Background: an optimization exercise with open tools, aiming at small area and a short achievable clock period. Do not read the settings as production practice. In this exercise RTL edits were held to simulation tests only and were not proved equivalent to the original. Power figures rest on the tool's default switching activity, not on a simulated workload.

==> flow/design.v <==
module mips_rf_ao22 (input logic a1, a2, b1, b2, output logic y);
    assign y = (a1 & a2) | (b1 & b2);
endmodule
module mips_rf_ao221 (input logic a1, a2, b1, b2, c, output logic y);
    assign y = (a1 & a2) | (b1 & b2) | c;
endmodule
module mips_rf_aoi222 (input logic a1, a2, b1, b2, c1, c2, output logic y);
    assign y = ~((a1 & a2) | (b1 & b2) | (c1 & c2));
endmodule
module mips_rf_aoi22 (input logic a1, a2, b1, b2, output logic y);
    assign y = ~((a1 & a2) | (b1 & b2));
endmodule
module mips_rf_nand3 (input logic a, b, c, output logic y);
    assign y = ~(a & b & c);
endmodule
module mips_rf_nand2 (input logic a, b, output logic y);
    assign y = ~(a & b);
endmodule
module mips_rf_nor3 (input logic a, b, c, output logic y);
    assign y = ~(a | b | c);
endmodule
module mips_rf_nor2 (input logic a, b, output logic y);
    assign y = ~(a | b);
endmodule
module mips_rf_oai21 (input logic a1, a2, b, output logic y);
    assign y = ~((a1 | a2) & b);
endmodule
module mips_rf_xnor2 (input logic a, b, output logic y);
    assign y = ~(a ^ b);
endmodule
module mips_rf_inv (input logic a, output logic y);
    assign y = ~a;
endmodule
module mips_rf_rdbit (
    input  logic [31:1] sel,
    input  logic [31:1] d,       
    input  logic        byp,
    input  logic        nbyp,
    input  logic        w,
    output logic        y
);
    logic [10:0] n;    
    logic [3:0]  t;    
    logic [1:0]  u;    
    logic        v;    
    for (genvar k = 0; k < 10; k++) begin : g_aoi
        mips_rf_aoi222 u (.a1(sel[3*k+1]), .a2(d[3*k+1]),
                          .b1(sel[3*k+2]), .b2(d[3*k+2]),
                          .c1(sel[3*k+3]), .c2(d[3*k+3]), .y(n[k]));
    end
    mips_rf_nand2 u_last (.a(sel[31]), .b(d[31]), .y(n[10]));
    mips_rf_nand3 u_t0 (.a(n[0]), .b(n[1]), .c(n[2]),  .y(t[0]));
    mips_rf_nand3 u_t1 (.a(n[3]), .b(n[4]), .c(n[5]),  .y(t[1]));
    mips_rf_nand3 u_t2 (.a(n[6]), .b(n[7]), .c(n[8]),  .y(t[2]));
    mips_rf_nand2 u_t3 (.a(n[9]), .b(n[10]),           .y(t[3]));
    mips_rf_oai21 u_u0 (.a1(t[0]), .a2(t[1]), .b(nbyp), .y(u[0]));
    mips_rf_oai21 u_u1 (.a1(t[2]), .a2(t[3]), .b(nbyp), .y(u[1]));
    mips_rf_nand2 u_v  (.a(byp), .b(w), .y(v));
    mips_rf_nand3 u_y  (.a(u[0]), .b(u[1]), .c(v), .y(y));
endmodule
module mips_rf_rdec (
    input  logic [4:0]  ra,
    input  logic [4:0]  waddr,
    input  logic        we,
    output logic [31:1] sel,
    output logic        byp,
    output logic        nbyp
);
    logic [4:0]  na, eq;
    logic [3:0]  lo;
    logic [7:0]  hi;
    logic [31:1] nsel;
    logic [1:0]  ne;
    logic        z012, z34, z, zz;
    for (genvar k = 0; k < 5; k++) begin : g_inv
        mips_rf_inv   u    (.a(ra[k]), .y(na[k]));
        mips_rf_xnor2 u_eq (.a(ra[k]), .b(waddr[k]), .y(eq[k]));
    end
    for (genvar k = 0; k < 4; k++) begin : g_lo
        mips_rf_nor2 u (.a(k[0] ? na[0] : ra[0]), .b(k[1] ? na[1] : ra[1]), .y(lo[k]));
    end
    for (genvar k = 0; k < 8; k++) begin : g_hi
        mips_rf_nor3 u (.a(k[0] ? na[2] : ra[2]), .b(k[1] ? na[3] : ra[3]),
                        .c(k[2] ? na[4] : ra[4]), .y(hi[k]));
    end
    for (genvar i = 1; i < 32; i++) begin : g_sel
        mips_rf_nand2 u   (.a(lo[i % 4]), .b(hi[i / 4]), .y(nsel[i]));
        mips_rf_inv   u_d (.a(nsel[i]), .y(sel[i]));
    end
    mips_rf_nand3 u_ne0 (.a(eq[0]), .b(eq[1]), .c(eq[2]), .y(ne[0]));
    mips_rf_nand3 u_ne1 (.a(eq[3]), .b(eq[4]), .c(we),    .y(ne[1]));
    mips_rf_nor3  u_z0  (.a(ra[0]), .b(ra[1]), .c(ra[2]), .y(z012));
    mips_rf_nor2  u_z1  (.a(ra[3]), .b(ra[4]), .y(z34));
    mips_rf_nand2 u_z2  (.a(z012), .b(z34), .y(z));     
    mips_rf_inv   u_z3  (.a(z), .y(zz));
    mips_rf_nor3  u_b   (.a(ne[0]), .b(ne[1]), .c(zz), .y(byp));
    mips_rf_inv   u_nb  (.a(byp), .y(nbyp));
endmodule
module mips_regfile_wb (
    input  logic        clk,
    input  logic        rst_n,
    input  logic        we,
    input  logic [4:0]  waddr,
    input  logic [31:0] wdata,
    input  logic [4:0]  raddr1,
    input  logic [4:0]  raddr2,
    output logic [31:0] rdata1,
    output logic [31:0] rdata2,
    output logic [15:0] wr_count
);
    localparam logic [31:0] SP_INIT = 32'h0000_3FFC;
    localparam logic [31:0] GP_INIT = 32'h0000_1800;
    logic [31:0] regs [32];
    logic [31:0] regs_d [32];
    logic [31:1] nwdec, ldr, hold;
    logic [4:0]  nwa;
    logic [3:0]  wlo;
    logic [7:0]  whi;
    logic        nwe, wv;
    logic [15:0] wr_count_q;
    for (genvar k = 0; k < 5; k++) begin : g_winv
        mips_rf_inv u (.a(waddr[k]), .y(nwa[k]));
    end
    mips_rf_inv u_nwe (.a(we), .y(nwe));
    for (genvar k = 0; k < 4; k++) begin : g_wlo
        mips_rf_nor3 u (.a(k[0] ? nwa[0] : waddr[0]), .b(k[1] ? nwa[1] : waddr[1]), .c(nwe),
                        .y(wlo[k]));
    end
    for (genvar k = 0; k < 8; k++) begin : g_whi
        mips_rf_nor3 u (.a(k[0] ? nwa[2] : waddr[2]), .b(k[1] ? nwa[3] : waddr[3]),
                        .c(k[2] ? nwa[4] : waddr[4]), .y(whi[k]));
    end
    for (genvar i = 1; i < 32; i++) begin : g_wdec
        mips_rf_nand2 u (.a(wlo[i % 4]), .b(whi[i / 4]), .y(nwdec[i]));
    end
    assign ldr  = {31{rst_n}} & ~nwdec;
    assign hold = {31{rst_n}} & nwdec;
    assign wv   = ~&nwdec;
    assign regs[0]   = '0;
    assign regs_d[0] = '0;
    for (genvar i = 1; i < 32; i++) begin : g_reg
        localparam logic [31:0] RV = (i == 29) ? SP_INIT :
                                     (i == 28) ? GP_INIT : '0;
        for (genvar b = 0; b < 32; b++) begin : g_bit
            if (RV[b]) begin : g_set
                mips_rf_ao221 u (.a1(ldr[i]), .a2(wdata[b]), .b1(hold[i]), .b2(regs[i][b]),
                                 .c(~rst_n), .y(regs_d[i][b]));
            end else begin : g_clr
                mips_rf_ao22 u (.a1(ldr[i]), .a2(wdata[b]), .b1(hold[i]), .b2(regs[i][b]),
                                .y(regs_d[i][b]));
            end
        end
        always_ff @(posedge clk) regs[i] <= regs_d[i];
    end
    always_ff @(posedge clk) begin
        if (!rst_n)  wr_count_q <= '0;
        else if (wv) wr_count_q <= wr_count_q + 16'd1;
    end
    assign wr_count = wr_count_q;
    logic [31:1] sel1, sel2;
    logic        byp1, nbyp1, byp2, nbyp2;
    mips_rf_rdec u_rdec1 (.ra(raddr1), .waddr(waddr), .we(we), .sel(sel1), .byp(byp1), .nbyp(nbyp1));
    mips_rf_rdec u_rdec2 (.ra(raddr2), .waddr(waddr), .we(we), .sel(sel2), .byp(byp2), .nbyp(nbyp2));
    for (genvar b = 0; b < 32; b++) begin : g_rd
        logic [31:1] col;
        for (genvar i = 1; i < 32; i++) begin : g_col
            assign col[i] = regs[i][b];
        end
        mips_rf_rdbit u_rd1 (.sel(sel1), .d(col), .byp(byp1), .nbyp(nbyp1), .w(wdata[b]),
                             .y(rdata1[b]));
        mips_rf_rdbit u_rd2 (.sel(sel2), .d(col), .byp(byp2), .nbyp(nbyp2), .w(wdata[b]),
                             .y(rdata2[b]));
    end
endmodule
==> flow/config.mk <==
export PLATFORM = sky130hd
export DESIGN_NAME = mips_regfile_wb
export DESIGN_NICKNAME = mips_regfile_wb
export VERILOG_FILES = /design/flow/design.v
export SDC_FILE = /design/flow/constraint.sdc
export NUM_CORES = 4
export LEC_CHECK = 0
export CAP_MARGIN = 20
export CORE_MARGIN = 2
export CORE_UTILIZATION = 30
export CTS_CLUSTER_DIAMETER = 60
export CTS_CLUSTER_SIZE = 25
export SETUP_SLACK_MARGIN = 2.3
export SLEW_MARGIN = 20
export SYNTH_HIERARCHICAL = 1
==> flow/constraint.sdc <==
create_clock -name core_clock -period 8.0 [get_ports {clk}]
set_input_delay 1.6000 -clock core_clock [delete_from_list [all_inputs] [get_ports {clk}]]
set_output_delay 1.6000 -clock core_clock [all_outputs]
set_load 0.01 [all_outputs]
standard.sh (not shown) runs the stock make flow with config.mk's settings and CLKGATE_MAP_FILE= SYNTH_SCRIPT=/design/flow/synth_recipe.tcl, a recipe that flattens the netlist after the stock synthesis.
==> flow/flow/run.sh <==
#!/bin/bash
# Standard ORFS layout with delay cells kept out of the layout, so port buffers and
# timing repair use plain buffers. Clock tree synthesis adds no dummy balancing loads.
set -euo pipefail
cd "$(dirname "$0")/.."
export DONT_USE_CELLS="sky130_fd_sc_hd__clkdlybuf4s15_1 sky130_fd_sc_hd__clkdlybuf4s15_2 sky130_fd_sc_hd__clkdlybuf4s18_1 sky130_fd_sc_hd__clkdlybuf4s18_2 sky130_fd_sc_hd__clkdlybuf4s25_1 sky130_fd_sc_hd__clkdlybuf4s25_2 sky130_fd_sc_hd__clkdlybuf4s50_1 sky130_fd_sc_hd__clkdlybuf4s50_2 sky130_fd_sc_hd__dlygate4sd1_1 sky130_fd_sc_hd__dlygate4sd2_1 sky130_fd_sc_hd__dlygate4sd3_1 sky130_fd_sc_hd__dlymetal6s2s_1 sky130_fd_sc_hd__dlymetal6s4s_1 sky130_fd_sc_hd__dlymetal6s6s_1"
export BUFFER_PORTS_ARGS="-buffer_cell sky130_fd_sc_hd__buf_4"
export CTS_ARGS="-sink_clustering_enable -repair_clock_nets -sink_clustering_size 25 -sink_clustering_max_diameter 60 -dont_use_dummy_load"
bash standard.sh > standard_flow.log 2>&1
The baseline produced a clean layout.
==> next run, changes <==
--- a/flow/flow/run.sh
+++ b/flow/flow/run.sh
@@ -2,2 +2,4 @@
-# Standard ORFS layout with delay cells kept out of the layout, so port buffers and
-# timing repair use plain buffers. Clock tree synthesis adds no dummy balancing loads.
+# Standard ORFS layout, with the register-file flip-flops pre-placed as bit-slice blocks
+# before global placement (flow/fix_flops.tcl) and released after it (flow/unfix_flops.tcl).
+# Delay cells are kept out of the layout so port buffers and timing repair use plain buffers,
+# and clock tree synthesis adds no dummy balancing loads.
@@ -5,0 +8,2 @@
+export PRE_GLOBAL_PLACE_SKIP_IO_TCL="$PWD/flow/fix_flops.tcl"
+export POST_GLOBAL_PLACE_TCL="$PWD/flow/unfix_flops.tcl"
==> flow/flow/fix_flops.tcl (new file) <==
# Pre-place the register-file flip-flops as an array and fix them for global placement:
# bit b in column b, register r in row r. Each register's select and load nets then run
# along one row and each bit's read trees and write data along one column. The
# flip-flops are released again after global placement (unfix_flops.tcl).
set block [ord::get_db_block]
set core  [$block getCoreArea]
set cx0 [$core xMin]; set cy0 [$core yMin]
set cw [expr {[$core xMax] - $cx0}]; set ch [expr {[$core yMax] - $cy0}]
set row0  [lindex [$block getRows] 0]
set sitew [[$row0 getSite] getWidth]
set rowh  [[$row0 getSite] getHeight]

# leave a strip on the left for the decoders
set ax0 [expr {$cx0 + 0.12 * $cw}]
set aw  [expr {0.88 * $cw}]
set pitchx [expr {$aw / 32.0}]
set pitchy [expr {$ch / 31.0}]

set n 0
foreach inst [$block getInsts] {
  set name [$inst getName]
  if {![regexp {^regs\\?\[(\d+)\\?\]\\?\[(\d+)\\?\]} $name -> r b]} { continue }
  set x [expr {$ax0 + $b * $pitchx}]
  set y [expr {$cy0 + ($r - 1 + 0.5) * $pitchy}]
  set x [expr {$cx0 + int(($x - $cx0) / $sitew) * $sitew}]
  set y [expr {$cy0 + int(($y - $cy0) / $rowh) * $rowh}]
  $inst setLocation [expr {int($x)}] [expr {int($y)}]
  $inst setPlacementStatus FIRM
  incr n
}
puts "fix_flops: pre-placed $n flip-flops"
==> flow/flow/unfix_flops.tcl (new file) <==
# Release the pre-placed flip-flops so legalization and later steps may move them.
set n 0
foreach inst [[ord::get_db_block] getInsts] {
  if {[$inst getPlacementStatus] == "FIRM"} {
    $inst setPlacementStatus PLACED
    incr n
  }
}
puts "unfix_flops: released $n instances"
--- a/flow/config.mk
+++ b/flow/config.mk
@@ -13 +13 @@
-export SETUP_SLACK_MARGIN = 2.3
+export SETUP_SLACK_MARGIN = 2.4
The changed run finished with timing, DRC and antenna clean.
Non-clock buffer count came out higher by 20.
Sequential power is about the same.
Final area climbs by a few percent.
Via count fell by a few percent.
==> next run, changes <==
--- a/flow/flow/run.sh
+++ b/flow/flow/run.sh
@@ -2 +2,2 @@
-# Standard ORFS layout, with the register-file flip-flops pre-placed as bit-slice blocks
+# Standard ORFS layout, with the register-file flip-flops pre-placed as an array (bit b in
+# column b, register r in row r)
@@ -12 +13 @@
-export CTS_ARGS="-sink_clustering_enable -repair_clock_nets -sink_clustering_size 25 -sink_clustering_max_diameter 60 -dont_use_dummy_load"
+export CTS_ARGS="-sink_clustering_enable -repair_clock_nets -sink_clustering_size 30 -sink_clustering_max_diameter 70 -dont_use_dummy_load"
--- a/flow/config.mk
+++ b/flow/config.mk
@@ -10 +10 @@
-export CORE_UTILIZATION = 30
+export CORE_UTILIZATION = 45
Synthesized cell count is unchanged.
Synthesized area does not change.
Combinational power went down by 3.7%.
Power went down by 17%.
Global-route usage went up by 6.9 points.
Sequential share of layout area went up by 2.1 points.
Hold slack gains 0.011 ns.
==> next run, changes <==
--- a/flow/flow/run.sh
+++ b/flow/flow/run.sh
@@ -13 +13 @@
-export CTS_ARGS="-sink_clustering_enable -repair_clock_nets -sink_clustering_size 30 -sink_clustering_max_diameter 70 -dont_use_dummy_load"
+export CTS_ARGS="-sink_clustering_enable -repair_clock_nets -sink_clustering_size 30 -sink_clustering_max_diameter 80 -dont_use_dummy_load"
--- a/flow/config.mk
+++ b/flow/config.mk
@@ -10 +10 @@
-export CORE_UTILIZATION = 45
+export CORE_UTILIZATION = 30
After rerunning:
- The new run passed the timing, design-rule and antenna checks
- power climbs by about 5%
- routed wire length climbs by 12%
- global-route usage drops by 6.9 points
- worst hold slack gets worse by 0.0092 ns
- clock skew stays flat
- count of clock-buffer cells in the layout climbs by 12
- non-clock buffer count climbs by 2
- via count drops by about 2.3%

-- afterwards: timing with drivers on the ports --
In the flow no input, the clock included, has a driving cell. The finished layouts below were timed again as built, in two steps. Step 1: set_driving_cell puts a clkbuf_16 on clk and a buf_2 on each other input, an assumption about the parent block. Step 2 adds t to the input delays and takes it off the output delays; t is the mean of the earliest and latest rising clock arrival at the registers after step 1. Input paths then give back, and output paths get back, about the clock's delay inside the block. Slacks: ideal ports / drivers / drivers and shift; pairs: ideal ports / drivers.
run | t (ns) | slack for setup (ns) | cell pins on the clock port's net
the first run | 0.734 | 2.134 / 2.108 / 2.108 | 1
the second run | 0.768 | 2.360 / 2.332 / 2.332 | 1
the third run | 0.705 | 2.295 / 2.251 / 2.251 | 1
the fourth run | 0.722 | 2.341 / 2.317 / 2.317 | 1
After both steps every run listed still meets setup and hold. The setup slack of the third run, which loses most, moves by -0.044 ns with the drivers and by -0.044 ns with both steps.
